From an optimization exercise on the open Yosys and OpenROAD flow, aimed at small area, a short achievable clock period and few clock cycles per item; shortcuts taken in it are not production practice. Only simulation tests tie the RTL to the original design; equivalence was not proved.

==> config.mk <==
export PLATFORM = sky130hd
export DESIGN_NAME = rgb_to_hsv_converter_top
export DESIGN_NICKNAME = rgb_to_hsv_converter_top
export VERILOG_FILES = /design/flow/design.v
export SDC_FILE = /design/flow/constraint.sdc
export NUM_CORES = 4
export LEC_CHECK = 0
export CAP_MARGIN = 20
export CORE_MARGIN = 2
export CORE_UTILIZATION = 40
export SLEW_MARGIN = 20
==> constraint.sdc <==
create_clock -name core_clock -period 8.5 [get_ports {clk}]
set_input_delay 1.7000 -clock core_clock [delete_from_list [all_inputs] [get_ports {clk}]]
set_output_delay 1.7000 -clock core_clock [all_outputs]
set_load 0.01 [all_outputs]
==> design.v <==
`timescale 1ns / 1ps
module rgb_to_hsv_converter_top (
  input  logic        clk,
  input  logic        rst,
  input  logic        push,
  input  logic [31:0] pixel,
  output logic        full,
  output logic        empty,
  input  logic        pop,
  output logic [39:0] hsv
);
  logic en;
  logic s0_vld;
  logic [31:0] s0_pix;
  logic s1_vld;
  logic [7:0] s1_alpha;
  logic [7:0] s1_mx;
  logic [7:0] s1_d;
  logic [2:0] s1_hq;
  logic [7:0] s1_hr;
  logic [1:0] s1_m3;
  logic s2_vld;
  logic [7:0] s2_alpha;
  logic [7:0] s2_mx;
  logic [7:0] s2_d;
  logic [5:0] s2_hq;
  logic [7:0] s2_hr;
  logic [1:0] s2_m3;
  logic s3_vld;
  logic [7:0] s3_alpha;
  logic [7:0] s3_mx;
  logic [7:0] s3_d;
  logic [8:0] s3_hq;
  logic [7:0] s3_hr;
  logic [1:0] s3_m3;
  logic [7:0] s3_sr;
  logic [1:0] s3_sq;
  logic s4_vld;
  logic [7:0] s4_alpha;
  logic [7:0] s4_mx;
  logic [7:0] s4_d;
  logic [11:0] s4_hq;
  logic [7:0] s4_hr;
  logic [1:0] s4_m3;
  logic [7:0] s4_sr;
  logic [4:0] s4_sq;
  logic s5_vld;
  logic [7:0] s5_alpha;
  logic [7:0] s5_mx;
  logic [15:0] s5_hue;
  logic [7:0] s5_sat;
  assign en    = !s5_vld || pop;
  assign full  = !en;
  assign empty = !s5_vld;
  assign hsv   = {s5_hue, s5_sat, s5_mx, s5_alpha};
  always_ff @(posedge clk) begin
    if (rst) begin
      s0_vld <= 1'b0;
      s1_vld <= 1'b0;
      s2_vld <= 1'b0;
      s3_vld <= 1'b0;
      s4_vld <= 1'b0;
      s5_vld <= 1'b0;
    end else if (en) begin
      s0_vld <= push;
      s1_vld <= s0_vld;
      s2_vld <= s1_vld;
      s3_vld <= s2_vld;
      s4_vld <= s3_vld;
      s5_vld <= s4_vld;
    end
  end
  always_ff @(posedge clk) begin
    if (en) begin
      s0_pix <= pixel;
      s1_alpha <= s0_pix[7:0];
      s1_mx <= c1_mx;
      s1_d <= c1_d0;
      s1_hq <= c1_h1_hq;
      s1_hr <= c1_h1_hr;
      s1_m3 <= c1_h1_m3;
      s2_alpha <= s1_alpha;
      s2_mx <= s1_mx;
      s2_d <= s1_d;
      s2_hq <= c2_h4_hq;
      s2_hr <= c2_h4_hr;
      s2_m3 <= c2_h4_m3;
      s3_alpha <= s2_alpha;
      s3_mx <= s2_mx;
      s3_d <= s2_d;
      s3_hq <= c3_h7_hq;
      s3_hr <= c3_h7_hr;
      s3_m3 <= c3_h7_m3;
      s3_sr <= c3_s1_sr;
      s3_sq <= c3_s1_sq;
      s4_alpha <= s3_alpha;
      s4_mx <= s3_mx;
      s4_d <= s3_d;
      s4_hq <= c4_h10_hq;
      s4_hr <= c4_h10_hr;
      s4_m3 <= c4_h10_m3;
      s4_sr <= c4_s4_sr;
      s4_sq <= c4_s4_sq;
      s5_alpha <= s4_alpha;
      s5_mx <= s4_mx;
      s5_hue <= c5_hue;
      s5_sat <= c5_sat;
    end
  end
  logic [7:0] f_r, f_g, f_b;
  logic [8:0] f_rg, f_gr, f_gb, f_bg, f_br, f_rb;
  logic ge_rg, ge_gr, ge_gb, ge_bg, ge_br, ge_rb;
  logic c_0, c_1, c_2, c_3, c_4, c_5;
  assign f_r = s0_pix[31:24];
  assign f_g = s0_pix[23:16];
  assign f_b = s0_pix[15:8];
  assign f_rg = {1'b0, f_r} - {1'b0, f_g};
  assign f_gr = {1'b0, f_g} - {1'b0, f_r};
  assign f_gb = {1'b0, f_g} - {1'b0, f_b};
  assign f_bg = {1'b0, f_b} - {1'b0, f_g};
  assign f_br = {1'b0, f_b} - {1'b0, f_r};
  assign f_rb = {1'b0, f_r} - {1'b0, f_b};
  assign ge_rg = !f_rg[8];
  assign ge_gr = !f_gr[8];
  assign ge_gb = !f_gb[8];
  assign ge_bg = !f_bg[8];
  assign ge_br = !f_br[8];
  assign ge_rb = !f_rb[8];
  assign c_0 = !ge_gr &  ge_gb;    
  assign c_1 =  ge_gr & !ge_br;    
  assign c_2 = !ge_bg &  ge_br;    
  assign c_3 =  ge_bg & !ge_rg;    
  assign c_4 = !ge_rb &  ge_rg;    
  assign c_5 =  ge_rb & !ge_gb;    
  logic [7:0] c1_d0, c1_hr0, c1_mx;
  logic [1:0] c1_m30;
  logic [0:0] c1_hq0;
  assign c1_d0 = ({8{c_0}} & f_rb[7:0]) | ({8{c_1}} & f_gb[7:0]) | ({8{c_2}} & f_gr[7:0])
           | ({8{c_3}} & f_br[7:0]) | ({8{c_4}} & f_bg[7:0]) | ({8{c_5}} & f_rg[7:0]);
  assign c1_hr0 = ({8{c_0}} & f_gb[7:0]) | ({8{c_1}} & f_gr[7:0]) | ({8{c_2}} & f_br[7:0])
            | ({8{c_3}} & f_bg[7:0]) | ({8{c_4}} & f_rg[7:0]) | ({8{c_5}} & f_rb[7:0]);
  assign c1_mx = (c_1 | c_2) ? f_g : (c_3 | c_4) ? f_b : f_r;
  assign c1_m30 = {c_2 | c_5, c_1 | c_4};
  assign c1_hq0 = c_3 | c_4 | c_5;
  logic [9:0] c1_h0_sub; logic c1_h0_q; logic [7:0] c1_h0_hr; logic [1:0] c1_h0_m3; logic c1_h0_hb;
  assign c1_h0_sub = {1'b0, c1_hr0, 1'b0} - {2'b00, c1_d0};
  assign c1_h0_q = !c1_h0_sub[9];
  assign c1_h0_hr = c1_h0_q ? c1_h0_sub[7:0] : {c1_hr0[6:0], 1'b0};
  assign c1_h0_hb = c1_m30[1] | (c1_m30[0] & c1_h0_q);
  assign c1_h0_m3 = {(c1_m30 == 2'd1 && !c1_h0_q) || (c1_m30 == 2'd2 && c1_h0_q), (c1_m30 == 2'd0 && c1_h0_q) || (c1_m30 == 2'd2 && !c1_h0_q)};
  logic [1:0] c1_h0_hq;
  assign c1_h0_hq = {c1_hq0, c1_h0_hb};
  logic [9:0] c1_h1_sub; logic c1_h1_q; logic [7:0] c1_h1_hr; logic [1:0] c1_h1_m3; logic c1_h1_hb;
  assign c1_h1_sub = {1'b0, c1_h0_hr, 1'b0} - {2'b00, c1_d0};
  assign c1_h1_q = !c1_h1_sub[9];
  assign c1_h1_hr = c1_h1_q ? c1_h1_sub[7:0] : {c1_h0_hr[6:0], 1'b0};
  assign c1_h1_hb = c1_h0_m3[1] | (c1_h0_m3[0] & c1_h1_q);
  assign c1_h1_m3 = {(c1_h0_m3 == 2'd1 && !c1_h1_q) || (c1_h0_m3 == 2'd2 && c1_h1_q), (c1_h0_m3 == 2'd0 && c1_h1_q) || (c1_h0_m3 == 2'd2 && !c1_h1_q)};
  logic [2:0] c1_h1_hq;
  assign c1_h1_hq = {c1_h0_hq, c1_h1_hb};
  logic [9:0] c2_h2_sub; logic c2_h2_q; logic [7:0] c2_h2_hr; logic [1:0] c2_h2_m3; logic c2_h2_hb;
  assign c2_h2_sub = {1'b0, s1_hr, 1'b0} - {2'b00, s1_d};
  assign c2_h2_q = !c2_h2_sub[9];
  assign c2_h2_hr = c2_h2_q ? c2_h2_sub[7:0] : {s1_hr[6:0], 1'b0};
  assign c2_h2_hb = s1_m3[1] | (s1_m3[0] & c2_h2_q);
  assign c2_h2_m3 = {(s1_m3 == 2'd1 && !c2_h2_q) || (s1_m3 == 2'd2 && c2_h2_q), (s1_m3 == 2'd0 && c2_h2_q) || (s1_m3 == 2'd2 && !c2_h2_q)};
  logic [3:0] c2_h2_hq;
  assign c2_h2_hq = {s1_hq, c2_h2_hb};
  logic [9:0] c2_h3_sub; logic c2_h3_q; logic [7:0] c2_h3_hr; logic [1:0] c2_h3_m3; logic c2_h3_hb;
  assign c2_h3_sub = {1'b0, c2_h2_hr, 1'b0} - {2'b00, s1_d};
  assign c2_h3_q = !c2_h3_sub[9];
  assign c2_h3_hr = c2_h3_q ? c2_h3_sub[7:0] : {c2_h2_hr[6:0], 1'b0};
  assign c2_h3_hb = c2_h2_m3[1] | (c2_h2_m3[0] & c2_h3_q);
  assign c2_h3_m3 = {(c2_h2_m3 == 2'd1 && !c2_h3_q) || (c2_h2_m3 == 2'd2 && c2_h3_q), (c2_h2_m3 == 2'd0 && c2_h3_q) || (c2_h2_m3 == 2'd2 && !c2_h3_q)};
  logic [4:0] c2_h3_hq;
  assign c2_h3_hq = {c2_h2_hq, c2_h3_hb};
  logic [9:0] c2_h4_sub; logic c2_h4_q; logic [7:0] c2_h4_hr; logic [1:0] c2_h4_m3; logic c2_h4_hb;
  assign c2_h4_sub = {1'b0, c2_h3_hr, 1'b0} - {2'b00, s1_d};
  assign c2_h4_q = !c2_h4_sub[9];
  assign c2_h4_hr = c2_h4_q ? c2_h4_sub[7:0] : {c2_h3_hr[6:0], 1'b0};
  assign c2_h4_hb = c2_h3_m3[1] | (c2_h3_m3[0] & c2_h4_q);
  assign c2_h4_m3 = {(c2_h3_m3 == 2'd1 && !c2_h4_q) || (c2_h3_m3 == 2'd2 && c2_h4_q), (c2_h3_m3 == 2'd0 && c2_h4_q) || (c2_h3_m3 == 2'd2 && !c2_h4_q)};
  logic [5:0] c2_h4_hq;
  assign c2_h4_hq = {c2_h3_hq, c2_h4_hb};
  logic [9:0] c3_h5_sub; logic c3_h5_q; logic [7:0] c3_h5_hr; logic [1:0] c3_h5_m3; logic c3_h5_hb;
  assign c3_h5_sub = {1'b0, s2_hr, 1'b0} - {2'b00, s2_d};
  assign c3_h5_q = !c3_h5_sub[9];
  assign c3_h5_hr = c3_h5_q ? c3_h5_sub[7:0] : {s2_hr[6:0], 1'b0};
  assign c3_h5_hb = s2_m3[1] | (s2_m3[0] & c3_h5_q);
  assign c3_h5_m3 = {(s2_m3 == 2'd1 && !c3_h5_q) || (s2_m3 == 2'd2 && c3_h5_q), (s2_m3 == 2'd0 && c3_h5_q) || (s2_m3 == 2'd2 && !c3_h5_q)};
  logic [6:0] c3_h5_hq;
  assign c3_h5_hq = {s2_hq, c3_h5_hb};
  logic [9:0] c3_h6_sub; logic c3_h6_q; logic [7:0] c3_h6_hr; logic [1:0] c3_h6_m3; logic c3_h6_hb;
  assign c3_h6_sub = {1'b0, c3_h5_hr, 1'b0} - {2'b00, s2_d};
  assign c3_h6_q = !c3_h6_sub[9];
  assign c3_h6_hr = c3_h6_q ? c3_h6_sub[7:0] : {c3_h5_hr[6:0], 1'b0};
  assign c3_h6_hb = c3_h5_m3[1] | (c3_h5_m3[0] & c3_h6_q);
  assign c3_h6_m3 = {(c3_h5_m3 == 2'd1 && !c3_h6_q) || (c3_h5_m3 == 2'd2 && c3_h6_q), (c3_h5_m3 == 2'd0 && c3_h6_q) || (c3_h5_m3 == 2'd2 && !c3_h6_q)};
  logic [7:0] c3_h6_hq;
  assign c3_h6_hq = {c3_h5_hq, c3_h6_hb};
  logic [9:0] c3_h7_sub; logic c3_h7_q; logic [7:0] c3_h7_hr; logic [1:0] c3_h7_m3; logic c3_h7_hb;
  assign c3_h7_sub = {1'b0, c3_h6_hr, 1'b0} - {2'b00, s2_d};
  assign c3_h7_q = !c3_h7_sub[9];
  assign c3_h7_hr = c3_h7_q ? c3_h7_sub[7:0] : {c3_h6_hr[6:0], 1'b0};
  assign c3_h7_hb = c3_h6_m3[1] | (c3_h6_m3[0] & c3_h7_q);
  assign c3_h7_m3 = {(c3_h6_m3 == 2'd1 && !c3_h7_q) || (c3_h6_m3 == 2'd2 && c3_h7_q), (c3_h6_m3 == 2'd0 && c3_h7_q) || (c3_h6_m3 == 2'd2 && !c3_h7_q)};
  logic [8:0] c3_h7_hq;
  assign c3_h7_hq = {c3_h6_hq, c3_h7_hb};
  logic [7:0] c3_sr0;
  assign c3_sr0 = s2_d - 8'd1;
  logic [9:0] c3_s0_sub; logic c3_s0_q; logic [7:0] c3_s0_sr;
  assign c3_s0_sub = {1'b0, c3_sr0, (s2_d[7] ^ (|s2_d[6:0]))} - {2'b00, s2_mx};
  assign c3_s0_q = !c3_s0_sub[9];
  assign c3_s0_sr = c3_s0_q ? c3_s0_sub[7:0] : {c3_sr0[6:0], (s2_d[7] ^ (|s2_d[6:0]))};
  logic [0:0] c3_s0_sq;
  assign c3_s0_sq = c3_s0_q;
  logic [9:0] c3_s1_sub; logic c3_s1_q; logic [7:0] c3_s1_sr;
  assign c3_s1_sub = {1'b0, c3_s0_sr, (s2_d[6] ^ (|s2_d[5:0]))} - {2'b00, s2_mx};
  assign c3_s1_q = !c3_s1_sub[9];
  assign c3_s1_sr = c3_s1_q ? c3_s1_sub[7:0] : {c3_s0_sr[6:0], (s2_d[6] ^ (|s2_d[5:0]))};
  logic [1:0] c3_s1_sq;
  assign c3_s1_sq = {c3_s0_sq, c3_s1_q};
  logic [9:0] c4_h8_sub; logic c4_h8_q; logic [7:0] c4_h8_hr; logic [1:0] c4_h8_m3; logic c4_h8_hb;
  assign c4_h8_sub = {1'b0, s3_hr, 1'b0} - {2'b00, s3_d};
  assign c4_h8_q = !c4_h8_sub[9];
  assign c4_h8_hr = c4_h8_q ? c4_h8_sub[7:0] : {s3_hr[6:0], 1'b0};
  assign c4_h8_hb = s3_m3[1] | (s3_m3[0] & c4_h8_q);
  assign c4_h8_m3 = {(s3_m3 == 2'd1 && !c4_h8_q) || (s3_m3 == 2'd2 && c4_h8_q), (s3_m3 == 2'd0 && c4_h8_q) || (s3_m3 == 2'd2 && !c4_h8_q)};
  logic [9:0] c4_h8_hq;
  assign c4_h8_hq = {s3_hq, c4_h8_hb};
  logic [9:0] c4_h9_sub; logic c4_h9_q; logic [7:0] c4_h9_hr; logic [1:0] c4_h9_m3; logic c4_h9_hb;
  assign c4_h9_sub = {1'b0, c4_h8_hr, 1'b0} - {2'b00, s3_d};
  assign c4_h9_q = !c4_h9_sub[9];
  assign c4_h9_hr = c4_h9_q ? c4_h9_sub[7:0] : {c4_h8_hr[6:0], 1'b0};
  assign c4_h9_hb = c4_h8_m3[1] | (c4_h8_m3[0] & c4_h9_q);
  assign c4_h9_m3 = {(c4_h8_m3 == 2'd1 && !c4_h9_q) || (c4_h8_m3 == 2'd2 && c4_h9_q), (c4_h8_m3 == 2'd0 && c4_h9_q) || (c4_h8_m3 == 2'd2 && !c4_h9_q)};
  logic [10:0] c4_h9_hq;
  assign c4_h9_hq = {c4_h8_hq, c4_h9_hb};
  logic [9:0] c4_h10_sub; logic c4_h10_q; logic [7:0] c4_h10_hr; logic [1:0] c4_h10_m3; logic c4_h10_hb;
  assign c4_h10_sub = {1'b0, c4_h9_hr, 1'b0} - {2'b00, s3_d};
  assign c4_h10_q = !c4_h10_sub[9];
  assign c4_h10_hr = c4_h10_q ? c4_h10_sub[7:0] : {c4_h9_hr[6:0], 1'b0};
  assign c4_h10_hb = c4_h9_m3[1] | (c4_h9_m3[0] & c4_h10_q);
  assign c4_h10_m3 = {(c4_h9_m3 == 2'd1 && !c4_h10_q) || (c4_h9_m3 == 2'd2 && c4_h10_q), (c4_h9_m3 == 2'd0 && c4_h10_q) || (c4_h9_m3 == 2'd2 && !c4_h10_q)};
  logic [11:0] c4_h10_hq;
  assign c4_h10_hq = {c4_h9_hq, c4_h10_hb};
  logic [9:0] c4_s2_sub; logic c4_s2_q; logic [7:0] c4_s2_sr;
  assign c4_s2_sub = {1'b0, s3_sr, (s3_d[5] ^ (|s3_d[4:0]))} - {2'b00, s3_mx};
  assign c4_s2_q = !c4_s2_sub[9];
  assign c4_s2_sr = c4_s2_q ? c4_s2_sub[7:0] : {s3_sr[6:0], (s3_d[5] ^ (|s3_d[4:0]))};
  logic [2:0] c4_s2_sq;
  assign c4_s2_sq = {s3_sq, c4_s2_q};
  logic [9:0] c4_s3_sub; logic c4_s3_q; logic [7:0] c4_s3_sr;
  assign c4_s3_sub = {1'b0, c4_s2_sr, (s3_d[4] ^ (|s3_d[3:0]))} - {2'b00, s3_mx};
  assign c4_s3_q = !c4_s3_sub[9];
  assign c4_s3_sr = c4_s3_q ? c4_s3_sub[7:0] : {c4_s2_sr[6:0], (s3_d[4] ^ (|s3_d[3:0]))};
  logic [3:0] c4_s3_sq;
  assign c4_s3_sq = {c4_s2_sq, c4_s3_q};
  logic [9:0] c4_s4_sub; logic c4_s4_q; logic [7:0] c4_s4_sr;
  assign c4_s4_sub = {1'b0, c4_s3_sr, (s3_d[3] ^ (|s3_d[2:0]))} - {2'b00, s3_mx};
  assign c4_s4_q = !c4_s4_sub[9];
  assign c4_s4_sr = c4_s4_q ? c4_s4_sub[7:0] : {c4_s3_sr[6:0], (s3_d[3] ^ (|s3_d[2:0]))};
  logic [4:0] c4_s4_sq;
  assign c4_s4_sq = {c4_s3_sq, c4_s4_q};
  logic [9:0] c5_h11_sub; logic c5_h11_q; logic [7:0] c5_h11_hr; logic [1:0] c5_h11_m3; logic c5_h11_hb;
  assign c5_h11_sub = {1'b0, s4_hr, 1'b0} - {2'b00, s4_d};
  assign c5_h11_q = !c5_h11_sub[9];
  assign c5_h11_hr = c5_h11_q ? c5_h11_sub[7:0] : {s4_hr[6:0], 1'b0};
  assign c5_h11_hb = s4_m3[1] | (s4_m3[0] & c5_h11_q);
  assign c5_h11_m3 = {(s4_m3 == 2'd1 && !c5_h11_q) || (s4_m3 == 2'd2 && c5_h11_q), (s4_m3 == 2'd0 && c5_h11_q) || (s4_m3 == 2'd2 && !c5_h11_q)};
  logic [12:0] c5_h11_hq;
  assign c5_h11_hq = {s4_hq, c5_h11_hb};
  logic [9:0] c5_h12_sub; logic c5_h12_q; logic [7:0] c5_h12_hr; logic [1:0] c5_h12_m3; logic c5_h12_hb;
  assign c5_h12_sub = {1'b0, c5_h11_hr, 1'b0} - {2'b00, s4_d};
  assign c5_h12_q = !c5_h12_sub[9];
  assign c5_h12_hr = c5_h12_q ? c5_h12_sub[7:0] : {c5_h11_hr[6:0], 1'b0};
  assign c5_h12_hb = c5_h11_m3[1] | (c5_h11_m3[0] & c5_h12_q);
  assign c5_h12_m3 = {(c5_h11_m3 == 2'd1 && !c5_h12_q) || (c5_h11_m3 == 2'd2 && c5_h12_q), (c5_h11_m3 == 2'd0 && c5_h12_q) || (c5_h11_m3 == 2'd2 && !c5_h12_q)};
  logic [13:0] c5_h12_hq;
  assign c5_h12_hq = {c5_h11_hq, c5_h12_hb};
  logic [9:0] c5_h13_sub; logic c5_h13_q; logic [7:0] c5_h13_hr; logic [1:0] c5_h13_m3; logic c5_h13_hb;
  assign c5_h13_sub = {1'b0, c5_h12_hr, 1'b0} - {2'b00, s4_d};
  assign c5_h13_q = !c5_h13_sub[9];
  assign c5_h13_hr = c5_h13_q ? c5_h13_sub[7:0] : {c5_h12_hr[6:0], 1'b0};
  assign c5_h13_hb = c5_h12_m3[1] | (c5_h12_m3[0] & c5_h13_q);
  assign c5_h13_m3 = {(c5_h12_m3 == 2'd1 && !c5_h13_q) || (c5_h12_m3 == 2'd2 && c5_h13_q), (c5_h12_m3 == 2'd0 && c5_h13_q) || (c5_h12_m3 == 2'd2 && !c5_h13_q)};
  logic [14:0] c5_h13_hq;
  assign c5_h13_hq = {c5_h12_hq, c5_h13_hb};
  logic [9:0] c5_h14_sub; logic c5_h14_q; logic [7:0] c5_h14_hr; logic [1:0] c5_h14_m3; logic c5_h14_hb;
  assign c5_h14_sub = {1'b0, c5_h13_hr, 1'b0} - {2'b00, s4_d};
  assign c5_h14_q = !c5_h14_sub[9];
  assign c5_h14_hr = c5_h14_q ? c5_h14_sub[7:0] : {c5_h13_hr[6:0], 1'b0};
  assign c5_h14_hb = c5_h13_m3[1] | (c5_h13_m3[0] & c5_h14_q);
  assign c5_h14_m3 = {(c5_h13_m3 == 2'd1 && !c5_h14_q) || (c5_h13_m3 == 2'd2 && c5_h14_q), (c5_h13_m3 == 2'd0 && c5_h14_q) || (c5_h13_m3 == 2'd2 && !c5_h14_q)};
  logic [15:0] c5_h14_hq;
  assign c5_h14_hq = {c5_h13_hq, c5_h14_hb};
  logic [9:0] c5_s5_sub; logic c5_s5_q; logic [7:0] c5_s5_sr;
  assign c5_s5_sub = {1'b0, s4_sr, (s4_d[2] ^ (|s4_d[1:0]))} - {2'b00, s4_mx};
  assign c5_s5_q = !c5_s5_sub[9];
  assign c5_s5_sr = c5_s5_q ? c5_s5_sub[7:0] : {s4_sr[6:0], (s4_d[2] ^ (|s4_d[1:0]))};
  logic [5:0] c5_s5_sq;
  assign c5_s5_sq = {s4_sq, c5_s5_q};
  logic [9:0] c5_s6_sub; logic c5_s6_q; logic [7:0] c5_s6_sr;
  assign c5_s6_sub = {1'b0, c5_s5_sr, (s4_d[1] ^ (|s4_d[0:0]))} - {2'b00, s4_mx};
  assign c5_s6_q = !c5_s6_sub[9];
  assign c5_s6_sr = c5_s6_q ? c5_s6_sub[7:0] : {c5_s5_sr[6:0], (s4_d[1] ^ (|s4_d[0:0]))};
  logic [6:0] c5_s6_sq;
  assign c5_s6_sq = {c5_s5_sq, c5_s6_q};
  logic [9:0] c5_s7_sub; logic c5_s7_q; logic [7:0] c5_s7_sr;
  assign c5_s7_sub = {1'b0, c5_s6_sr, s4_d[0]} - {2'b00, s4_mx};
  assign c5_s7_q = !c5_s7_sub[9];
  assign c5_s7_sr = c5_s7_q ? c5_s7_sub[7:0] : {c5_s6_sr[6:0], s4_d[0]};
  logic [7:0] c5_s7_sq;
  assign c5_s7_sq = {c5_s6_sq, c5_s7_q};
  logic c5_grey;
  assign c5_grey = (s4_d == 8'd0);
  logic [15:0] c5_hue; logic [7:0] c5_sat;
  assign c5_hue = c5_grey ? 16'd0 : c5_h14_hq;
  assign c5_sat = c5_grey ? 8'd0 : c5_s7_sq;
endmodule
==> run.sh <==
#!/bin/bash
# synth_recipe.tcl (not shown) runs the flow's synth.tcl, then flattens the netlist and writes it again
# the make line also repeats each setting of config.mk as NAME=value (left out here)
make -C /OpenROAD-flow-scripts/flow DESIGN_CONFIG=/design/flow/config.mk WORK_HOME=/design/flow/orfs CLKGATE_MAP_FILE= SYNTH_SCRIPT=/design/flow/synth_recipe.tcl finish
==> reports/results.txt <==
library cells used by synthesis: 85
design area: 0.0231 mm²
Post-synth EDFFs: 261
most frequent cell after synthesis: edfxtp_1
top_reg_cell synth: edfxtp_1
worst skew pair latency: 550 ps
slowest cell on the critical path: edfxtp_1
share of the synthesized area in the top cell type: 0.382
CTS root buf: clkbuf_16
fillers: 4736
Worst Path Max Fanout: 13
largest net degree at the start of global routing: 126
delay of the slowest critical-path stage: 550 ps
synth warn: 1
RSZ-0062 raised after global routing: false
Clock transition at path regs: 60 ps
DRC: 0
total core area: 0.0510 mm²
CP Class: reg -> reg
# diodes: 0
Final Hold Viols: 0
CTS tree: yes
Starting Density: 0.403
Synth Register Bits: 267
initial antenna violation count: 1
GRT Residual Overflow: 0
fin. max-slew vios: 0
top cells by count, synth: edfxtp_1, ha_1, a21oi_1, nor2_1, inv_1
clock sink count: 267
register area: 0.00796 mm²
Placed Area: 0.0220 mm²
Worst Hold Margin: 413 ps
synthesized net count: 2378
Die Area: 0.0532 mm²
multi-input combinational cell area: 0.0117 mm²
setup violators final: 0
Max Cap Violations: 0
Setup crit end kind: register
Worst slew margin: 0.331
Crit path required time: 8780 ps
Routed Antenna Nets: 0
routed length per instance: 16.7 µm
Critical Path AT: 7970 ps
first-pass GRT wire length: 79400 µm
Num CTS Buffers: 34
Mapped Cells: 2104
Die Ht: 231 µm
Die Width: 231 µm
share of cells above drive strength 1: 0.0722
Synth area leader: edfxtp_1
Setup crit start kind: register
shortest period the worst path allows: 7690 ps
vias per cell: 5.49
Avg Inst Size Synth: 9.76 µm²
post-detail-place hpwl: 36000 µm
Max Freq: 130 MHz
Slew @ Worst Pin: 1000 ps
dominant cells by area after synthesis: edfxtp_1, ha_1, a21oi_1
starting DRC count in detailed routing: 878
via count: 15700
vias in the first global route: 15700
most used cell along the critical path: o21ai_0
setup tns final: 0 ps
# rows: 83
drt pass-1 iters: 5
skew final: 21.8 ps
I/O pin cnt: 78
Seq/Total Area, Yosys: 0.388
clk buf depth: 3
final WL: 48000 µm
final-stage net count: 2438
async set or reset register ratio after synthesis: 0
mapped cell area: 0.0205 mm²
IO Port Bufs: 77
H-tree levels: 2
status: finished clean
Final GP Congestion: 0.915
worst hold path class: reg -> reg
fin crit share: 0.904
postcts setup bufs: 0
Total GRT Usage: 0.182
Syn-to-layout area delta: 12.4%
-- sequential cells by signal (all words and copies together) (netlist names), 9 cells and up --
register	count
s0_pix	32
s3_hq	9
s4_hq	12
s5_hue	16
-- timing repair --
action / 4_1_cts / 5_1_grt
endpoints found under the hold margin: 0 / 0
hold buffers: 0 / 0
endpoints found under the setup margin: 0 / 6
resized for setup: 0 / 2
-- cell families (layout without fill, tap and decap cells) --
group / count (synthesis) / after routing / share of synthesized area
buffers and inverters: 233 / 317 / 0.0451
DFF: 267 / 267 / 0.388
xor gates and xnor gates: 130 / 130 / 0.0555
AOI/OAI and AO/OA: 592 / 592 / 0.188
adders and majority gates: 244 / 244 / 0.155
and+or+nand+nor: 566 / 566 / 0.132
muxes: 72 / 72 / 0.0381
-- through the flow --
step	utilization	setup WS (ps)	instances
final	0.453	814	2868
after global routing	0.453	81.6	2868
after CTS	0.452	725	2868
after detailed placement	0.431	783	2808
after global placement	0.431	940	2808
after floorplan	-	978	2104
-- cell type report --
class,instances,area share
clock buffers,39,0.0386
multi-input cells,1604,0.505
clock inverters,21,0.00911
inverters,167,0.0277
well taps,680,0.0369
flip-flops and latches,267,0.345
repair buffers,90,0.0376
-- critical path, delay by kind of cell (launching register included) --
| family | cells | cell delay [ps] |
|---|---|---|
| buf+inv | 2 | 310 |
| xor+xnor | 1 | 250 |
| flops | 1 | 550 |
| simple gates | 8 | 1440 |
| fa+ha+maj | 4 | 1030 |
| compound gates | 16 | 2760 |
| mux | 3 | 1070 |
-- placed cells by master, fill, tap and decap left out, drive strengths merged, types with 11 or more instances in the layout --
master	n
o21ai	120
a211oi	13
xor2	36
and2	32
a221o	11
a21oi	191
and3	17
inv	172
ha	220
clkdlybuf4s50	77
a221oi	20
nor3	28
mux2i	22
or2	12
nand2	137
nand3	32
o31ai	18
nand2b	32
xnor2	94
mux2	50
nor2b	30
o21a	25
or3	19
a21o	72
fa	18
a21boi	14
a31oi	13
edfxtp	261
nor2	193
o21bai	13
buf	13
a22oi	24
clkbuf	39
-- routing by layer --
| layer | wire length [µm] | up-vias | track usage |
|---|---|---|---|
| met3 | 2100 | 90 | 0.0311 |
| met4 | 1330 | 0 | 0.0585 |
| met5 | 0 | - | 0 |
| met1 | 20800 | 7493 | 0.220 |
| li1 | - | 7794 | - |
| met2 | 23700 | 358 | 0.326 |
-- worst paths after layout --
check / start / to / slack, ps / cells past startpoint
max: s3_d[0]$_DFFE_PN_ / s4_sr[2]$_DFFE_PN_ / 810 / 34
min: s3_hq[2]$_DFFE_PN_ / s4_hq[5]$_DFFE_PN_ / 410 / 0
max reg2reg: s3_d[0]$_DFFE_PN_ / s4_sr[2]$_DFFE_PN_ / 810 / 34
min reg2reg: s3_hq[2]$_DFFE_PN_ / s4_hq[5]$_DFFE_PN_ / 410 / 0
Testbench counts, summed over its fixed seeds: cycles 8,240, items 8,192.

[port drivers added, routing unchanged]
In the flow no input, the clock included, has a driving cell. The finished layout below was timed again as built, in two steps. Step 1: set_driving_cell puts a clkbuf_16 on clk and a buf_2 on each other input, an assumption about the parent block. Step 2 moves the port delays by t, midway between the first and last clock arrival at a register: inputs arrive t later, outputs are due t later. That takes back most of the time a late clock gives input paths. Three values: ideal, step 1, step 2; two values: the first two.
t (ns): 0.589
setup WS [ns]: 0.814 / 0.814 / 0.814
slew at the worst register clock pin (ns): 0.06 / 0.06
After both steps setup and hold are still met in this run. For this run, drivers alone change the setup slack by 0.000 ns; drivers and shift together by 0.000 ns.
